This is an optimization exercise on Yosys and OpenROAD, whose aim is small area, a short achievable clock period and few clock cycles per item, not a production implementation. Function was checked by simulation only, so behaviour that the tests miss may differ from the original. Power is estimated from default activity; no workload was simulated.

===== flow/design.v =====
package lchd_pkg;
    localparam int KEY_W             = 32;
    localparam int COUNT_W           = 16;
    localparam int CAP_W             = 5;
    localparam int TOTAL_W           = 32;
    localparam int MAX_ENTRIES_DFLT  = 16;
    localparam logic [CAP_W-1:0]   CAP_RESET = CAP_W'(16);
    localparam logic [COUNT_W-1:0] COUNT_MAX = '1;
    localparam logic [TOTAL_W-1:0] TOTAL_MAX = '1;
    localparam int RES_BITS = 1 + TOTAL_W;
    localparam int RES_W    = ((RES_BITS + 7) / 8) * 8;
    typedef struct packed {
        logic [KEY_W-1:0]   key;
        logic [COUNT_W-1:0] count;
    } entry_t;
endpackage
module lfu_cache_hit_detector_core #(
    parameter int MAX_ENTRIES = lchd_pkg::MAX_ENTRIES_DFLT
) (
    input  logic                          clk,
    input  logic                          rst_n,
    input  logic                          cfg_we,
    input  logic [lchd_pkg::CAP_W-1:0]    cfg_wdata,
    input  logic                          s_axis_tvalid,
    output logic                          s_axis_tready,
    input  logic [lchd_pkg::KEY_W-1:0]    s_axis_tdata,
    output logic                          m_axis_tvalid,
    input  logic                          m_axis_tready,
    output logic [lchd_pkg::RES_W-1:0]    m_axis_tdata
);
    localparam int N     = MAX_ENTRIES;
    localparam int KW    = lchd_pkg::KEY_W;
    localparam int CW    = lchd_pkg::COUNT_W;
    localparam int TW    = lchd_pkg::TOTAL_W;
    localparam int CAPW  = lchd_pkg::CAP_W;
    localparam int IDX_W = (N > 1) ? $clog2(N) : 1;
    logic [KW-1:0] key_q [0:N-1];
    logic [CW-1:0] cnt_q [0:N-1];
    logic [N-1:0]  v_q;
    logic [N-1:0]  lim_q;    
    logic [TW-1:0] hits_q;
    logic          kv_q;
    logic [KW-1:0] k_q;
    logic [N-1:0]  meq_q;
    logic          hv_q, tv_q;
    logic          h_hit_q, t_hit_q;
    logic [TW-1:0] h_tot_q;
    function automatic logic [N-1:0] lim_dec(input logic [CAPW-1:0] cap);
        logic [N-1:0] r;
        r = '0;
        if (cap == '0)
            r[0] = 1'b1;
        else if (cap > CAPW'(N))
            r[N-1] = 1'b1;
        else
            r[cap - CAPW'(1)] = 1'b1;
        lim_dec = r;
    endfunction
    logic upd, s_hs, pop;
    assign upd   = kv_q & ~tv_q;
    assign s_axis_tready = ~(kv_q & tv_q);
    assign s_hs  = s_axis_tvalid & s_axis_tready;
    assign pop   = hv_q & m_axis_tready;
    assign m_axis_tvalid = hv_q;
    assign m_axis_tdata  = lchd_pkg::RES_W'({h_tot_q, h_hit_q});
    logic [N-1:0] m, mh, nsat, eqp, gl, gr, go, stop, on, last, fh, ins, mins, missch;
    logic         hit, miss, room;
    always_comb
    begin
        for (int i = 0; i < N; i++)
        begin
            m[i]    = upd & meq_q[i] & v_q[i];
            nsat[i] = ~&cnt_q[i];
            mh[i]   = m[i] & nsat[i];
            eqp[i]  = (i == 0) ? 1'b0 : (cnt_q[i] == cnt_q[(i-1)/2]);
        end
        for (int i = 0; i < N; i++)
        begin
            gl[i]   = (2*i+1 < N) ? (v_q[(2*i+1) % N] & eqp[(2*i+1) % N]) : 1'b0;
            gr[i]   = (2*i+2 < N) ? (v_q[(2*i+2) % N] & eqp[(2*i+2) % N] & ~gl[i]) : 1'b0;
            stop[i] = ~gl[i] & ~gr[i];
        end
        for (int i = 0; i < N; i++)
        begin
            go[i] = (i == 0) ? 1'b0 : (((i % 2) == 1) ? gl[(i-1)/2] : gr[(i-1)/2]);
        end
        for (int i = 0; i < N; i++)
        begin
            on[i] = mh[i];
            for (int d = 1; d <= IDX_W; d++)
            begin
                if (((i+1) >> d) >= 1)
                begin
                    logic r;
                    r = 1'b1;
                    for (int e = 0; e < d; e++)
                    begin
                        r = r & go[((i+1) >> e) - 1];
                    end
                    on[i] = on[i] | (mh[((i+1) >> d) - 1] & r);
                end
            end
            last[i] = on[i] & stop[i];
        end
        for (int i = 0; i < N; i++)
        begin
            fh[i] = ~v_q[i] & ((i == 0) ? 1'b1 : v_q[(i+N-1) % N]);
        end
        for (int i = N-1; i >= 0; i--)
        begin
            ins[i] = fh[i];
            if (2*i+1 < N) ins[i] = ins[i] | ins[(2*i+1) % N];
            if (2*i+2 < N) ins[i] = ins[i] | ins[(2*i+2) % N];
        end
        room = ~|(v_q & lim_q);
        for (int i = 0; i < N; i++)
        begin
            mins[i] = (i == 0) ? 1'b1 : (room & ins[i]);
        end
        hit  = |m;
        miss = upd & ~hit;
        missch = {N{miss}} & mins;
    end
    logic [KW-1:0] key_n [0:N-1];
    logic [CW-1:0] cnt_n [0:N-1];
    logic [KW-1:0] kh [0:N-1];
    logic [KW-1:0] km [0:N-1];
    logic [CW-1:0] cm [0:N-1];
    logic [N-1:0]  v_n;
    always_comb
    begin
        for (int i = 0; i < N; i++)
        begin
            kh[i] = gl[i] ? key_q[(2*i+1) % N] : (gr[i] ? key_q[(2*i+2) % N] : k_q);
            km[i] = (i == 0) ? k_q : key_q[(i-1)/2];
            cm[i] = (i == 0) ? '0 : cnt_q[(i-1)/2];
            key_n[i] = on[i] ? kh[i] : (missch[i] ? km[i] : key_q[i]);
            cnt_n[i] = last[i] ? cnt_q[i] + CW'(1) : (missch[i] ? cm[i] : cnt_q[i]);
            v_n[i] = v_q[i] | (miss & room & fh[i]);
        end
    end
    logic [N-1:0] eqx, meq_n;
    logic         eqk;
    always_comb
    begin
        for (int i = 0; i < N; i++)
        begin
            eqx[i] = (s_axis_tdata == key_q[i]);
        end
        eqk = (s_axis_tdata == k_q);
        for (int i = 0; i < N; i++)
        begin
            meq_n[i] = on[i] ? (gl[i] ? eqx[(2*i+1) % N] : (gr[i] ? eqx[(2*i+2) % N] : eqk))
                     : (missch[i] ? ((i == 0) ? eqk : eqx[(i-1)/2]) : eqx[i]);
        end
    end
    always_ff @(posedge clk)
    begin
        for (int i = 0; i < N; i++)
        begin
            key_q[i] <= key_n[i];
            cnt_q[i] <= cnt_n[i];
        end
        if (s_hs)
        begin
            k_q   <= s_axis_tdata;
            meq_q <= meq_n;
        end
    end
    logic [TW-1:0] hits_n;
    assign hits_n = (hit && (hits_q != lchd_pkg::TOTAL_MAX)) ? hits_q + TW'(1) : hits_q;
    logic load_head;
    assign load_head = (upd & (~hv_q | pop)) | (pop & tv_q);
    always_ff @(posedge clk or negedge rst_n)
    begin
        if (!rst_n)
        begin
            v_q    <= '0;
            lim_q  <= lim_dec(lchd_pkg::CAP_RESET);
            hits_q <= '0;
            kv_q   <= 1'b0;
            hv_q   <= 1'b0;
            tv_q   <= 1'b0;
        end
        else
        begin
            v_q    <= v_n;
            if (cfg_we)
                lim_q <= lim_dec(cfg_wdata);
            hits_q <= hits_n;
            kv_q   <= s_hs | (kv_q & ~upd);
            if (load_head)
                hv_q <= 1'b1;
            else if (pop)
                hv_q <= 1'b0;
            if (pop)
                tv_q <= 1'b0;
            else if (upd & hv_q)
                tv_q <= 1'b1;
        end
    end
    always_ff @(posedge clk)
    begin
        if (load_head)
        begin
            h_hit_q <= tv_q ? t_hit_q : hit;
            h_tot_q <= hits_n;
        end
        if (upd & hv_q & ~pop)
        begin
            t_hit_q <= hit;
        end
    end
endmodule

===== flow/constraint.sdc =====
create_clock -name core_clock -period 5.0 [get_ports {clk}]
set_input_delay 1.0000 -clock core_clock [delete_from_list [all_inputs] [get_ports {clk}]]
set_output_delay 1.0000 -clock core_clock [all_outputs]
set_load 0.01 [all_outputs]

===== flow/run.sh =====
#!/bin/bash
# synth_recipe.tcl (not shown) runs the flow's synth.tcl, then flattens the netlist and writes it again
# the make line also repeats each setting of config.mk as NAME=value (left out here)
make -C /OpenROAD-flow-scripts/flow DESIGN_CONFIG=/design/flow/config.mk WORK_HOME=/design/flow/orfs CLKGATE_MAP_FILE= SYNTH_SCRIPT=/design/flow/synth_recipe.tcl finish

===== flow/config.mk =====
export PLATFORM = sky130hd
export DESIGN_NAME = lfu_cache_hit_detector_core
export DESIGN_NICKNAME = lfu_cache_hit_detector_core
export VERILOG_FILES = /design/flow/design.v
export SDC_FILE = /design/flow/constraint.sdc
export NUM_CORES = 4
export LEC_CHECK = 0
export CAP_MARGIN = 20
export CORE_MARGIN = 2
export CORE_UTILIZATION = 40
export SETUP_SLACK_MARGIN = 2.0
export SLEW_MARGIN = 20

==> flow_summary.yaml <==
status:
  status: "no timing/DRC/antenna violations"
yosys:
  synth_top_family_by_area: "XOR/XNOR gates"
  synth_cell_types: 77
  ys_seq_area_frac: 0.4771
  synthCells: 5092
  synthAdderAreaFrac: 0.005004
  synthDominantCellAreaShare: 0.4477
  synth_seq_cells: 917
  muxShareOfSynthArea: 0.1372
  ys.warnings.count: 8
  synth_area_sq_um: 57010
  syn_area_per_cell_sq_um: 11.20
  yosys.area_share.xor_xnor: 0.1604
  yosys.area_share.simple: 0.1236
  synthMostInstantiatedCell: "edfxtp_1"
  yosysTopAreaCell: "edfxtp_1"
  ys_async_sr_fraction: 0.07306
  ys.flop_type: "edfxtp_1"
  synth-compound-area-share: 0.05945
  synth_common_cells: "edfxtp_1 (850), xor2_1 (624), mux2_2 (491)"
  synth-edff-count: 850
  synth_area_leaders: "edfxtp_1 (45%), mux2_2 (9.7%), xor2_1 (9.6%), xnor2_1 (6.5%), dfrtp_1 (2.9%)"
timing:
  skew_ns: 0.04376
  max_freq_ghz: 0.2586
  slew_headroom: 0.2423
  tightestPinTransition_ns: 1.126
  timing.hold.ws_ns: 0.3792
  final.setup.tns_ns: 0
  worst_slack_ns: 1.134
  setup_violations: 0
  finalMaxSlewViolations: 0
  min_period_ns: 3.866
  rsz0062_at_grt: "true"
  hold_viol_final: 0
  post-route-period-util: 0.7732
cells_and_area:
  stdcell_count: 7613
  stdcell_area_sq_um: 75170
  areaGrowthSynthToFinish_pct: 31.84
  drive_gt1_frac: 0.3311
  multi_input_area_sq_um: 31730
  fillers: 11741
  nNetsFinal: 5693
  regArea_sq_um: 27210
detailed_routing:
  ant_nets: 0
  wl_per_cell_um: 31.23
  drc: 0
  drtPass1Iterations: 9
  via_count: 47298
  routed_wl_um: 237700
  via_per_inst: 6.213
  first_iter_violations: 6839
pwr:
  combinationalPowerShare: 0.289
  sw_frac_of_total: 0.3363
  ir_worst_vdd_mv: 0.2794
  power_density_nw_per_um2: 352.9
  p_clk_frac: 0.298
  pwr-share-seq: 0.413
  internal_power_mw: 17.60
  power.leakage_nw: 28.99
  switchingPower_mw: 8.921
critical_path:
  reg2reg_setup_slack_ns: 1.67
  worstSetupStartpointType: "input port"
  critPathArrivalTime_ns: 4.46
  rr_worst_depth: 12
  setup.worst_path.end_class: "flop"
  critical_path_required_ns: 5.60
  startpoint: "s_axis_tdata[4]"
  r2r_end: "key_q[6][11]$_DFFE_PP_"
  crit_fanout: 7
  timing.rr.start: "cnt_q[0][9]$_SDFFCE_PN0P_"
  worstSetupPathType: "in -> reg"
placed_design:
  placed_cells: 6769
  dpl-instance-area_sq_um: 59820
  dp_hpwl_um: 133300
  dpl_worst_slack_ns: 0.6196
  portBuffers: 76
  gp_congestion: 0.9938
floorplan:
  dieArea_sq_um: 145600
  die_h_um: 381.5
  core_area_sq_um: 141600
  chipWidth_um: 381.5
  io_pins: 84
  initial_core_util: 0.4027
  fp-row-count: 138
global_routing:
  grt_overflow: 0
  antenna_found_initial: 5
  grt_pass1_vias: 43742
  grt_max_degree: 68
  grt.total_usage: 0.2962
  grt_pass1_wl_um: 315200
min_path:
  hp-class: "in -> async"
cts:
  numCtsBuffers: 108
  clock_sink_count: 917
  cts_hold_buf: 0
  cts_max_path_buffers: 3
  root_buffer: "clkbuf_16"
  cts.clk_slew.worst_paths_ns: 0.06
  clk_latency_ns: 0.77
  h-tree-depth: 3
  cts_tree: "built"
job:
  maxCapViolations: 0
[worst max-delay path, stage by stage]
cell and delay [ns]:
dlygate4sd2_1 0.73, buf_4 0.28, xor2_1 0.08, nor4_1 0.96, nand4_1 0.65, mux2i_1 0.40, mux2i_1 0.15, mux2i_1 0.16
[layout make-up]
cell class | count | share of cell area
clock buffers | 137 | 0.03837
clock inverters | 64 | 0.007091
multi-input cells | 3732 | 0.4221
repair buffers | 828 | 0.1367
diodes | 3 | 0.00009988
flip-flops and latches | 917 | 0.3620
well taps | 1890 | 0.03146
inverters | 41 | 0.002097
repair inverters | 1 | 0.00006658
[state kept, by name, summed over array words and instances (netlist names)]
name	count
key_q	512
v_q	16
hits_q	32
k_q	32
lim_q	16
h_hit_q	1
kv_q	1
hv_q	1
t_hit_q	1
h_tot_q	32
cnt_q	256
meq_q	16
tv_q	1
[layout by cell type, fill, tap and decap left out, types with 52 or more instances in the layout]
cell / Yosys / final
and3_1: 81 / 77
clkdlybuf4s50_1: 0 / 52
mux2i_1: 157 / 152
mux2_2: 491 / 311
nor4_1: 147 / 125
dfrtp_1: 66 / 57
a21o_1: 101 / 99
nand2_1: 385 / 319
clkbuf_16: 0 / 146
xnor2_1: 420 / 395
nand4_1: 128 / 128
buf_12: 0 / 91
edfxtp_1: 850 / 850
xor2_1: 624 / 616
buf_16: 0 / 71
a21oi_1: 102 / 97
nand3_1: 265 / 225
buf_6: 10 / 114
buf_4: 15 / 414
mux2_4: 0 / 243
nor2_1: 247 / 219
[power groups by stage]
stage	Combinational (mW)	Sequential [mW]	Clock [mW]
2_1_floorplan	3.63	10.3	0
3_5_place_dp	4.84	11.3	0
4_1_cts	6.38	10.8	7.95
5_1_grt	7.93	11.0	8.24
6_report	7.66	11.0	7.91
3_3_place_gp	4.76	11.2	0
[worst max path at each step]
stage                        endpoint  depth (start not counted)  slack [ns]
2_1_floorplan  cnt_q[14][0]$_DFFE_PP_                         10        1.92
3_3_place_gp   key_q[3][13]$_DFFE_PP_                          8        0.60
3_5_place_dp   key_q[3][10]$_DFFE_PP_                          8        0.62
4_1_cts        cnt_q[14][3]$_DFFE_PP_                         12        1.81
5_1_grt            meq_q[4]$_DFFE_PP_                          8        1.35
6_report           meq_q[4]$_DFFE_PP_                          8        1.13
[layer usage]
layer / global-route usage / share of wire / wire length (um) / vias up
met5: 0 / 0.000046 / 11 / -
met4: 0.2011 / 0.090 / 21330 / 2
met2: 0.4429 / 0.44 / 103400 / 3449
met1: 0.3870 / 0.36 / 86760 / 23300
li1: - / - / - / 19573
met3: 0.05947 / 0.11 / 26200 / 974
[per-stage QoR]
| stage | power [mW] | util |
|---|---|---|
| floorplan | 13.96 | - |
| global placement | 16.01 | 0.4225 |
| detailed placement | 16.10 | 0.4225 |
| CTS | 25.17 | 0.5006 |
| global route | 27.15 | 0.5309 |
| finish | 26.52 | 0.5309 |
[cell families (layout without fill, tap and decap cells)]
| logic type | Yosys count | count (layout) |
|---|---|---|
| AND/OR/NAND/NOR | 1415 | 1466 |
| XOR/XNOR | 1044 | 1044 |
| flip-flops | 917 | 917 |
| multiplexers | 712 | 712 |
| buffers and inverters | 501 | 1071 |
| AO/OA/AOI/OAI | 479 | 480 |
| adder cells (fa/ha/maj) | 23 | 23 |
| other | 1 | 10 |
[timing repair]
action                     in CTS  in global routing
gates cloned                  102                 64
setup buffers                 382                 91
resized for setup             543                574
setup endpoints to repair    1518               1414
pin swaps                      91                 98
Testbench counts, summed over its fixed seeds: cycles 12,016, items 12,000.

==> port drivers added, routing unchanged <==
How much do the figures lean on ideal ports? The routed layout below was timed once more, with nothing changed but the port constraints.
Step 1: set_driving_cell puts a clkbuf_16 on clk and a buf_2 on each other input, an assumption about the parent block.
Step 2 times the ports against the registers' clock, not the clock port: input delays grow and output delays shrink by t, the midpoint of the rising clock arrivals with the driver on.
Three values: ideal, step 1, step 2; two values: the first two.
shift t [ns]: 0.827
setup slack, ns: 1.134 / 1.193 / 0.366
hold slack, ns: 0.379 / 0.331 / 0.485
After both steps this run still meets setup and hold. For this run, drivers alone change the setup slack by +0.059 ns; drivers and shift together by -0.768 ns.
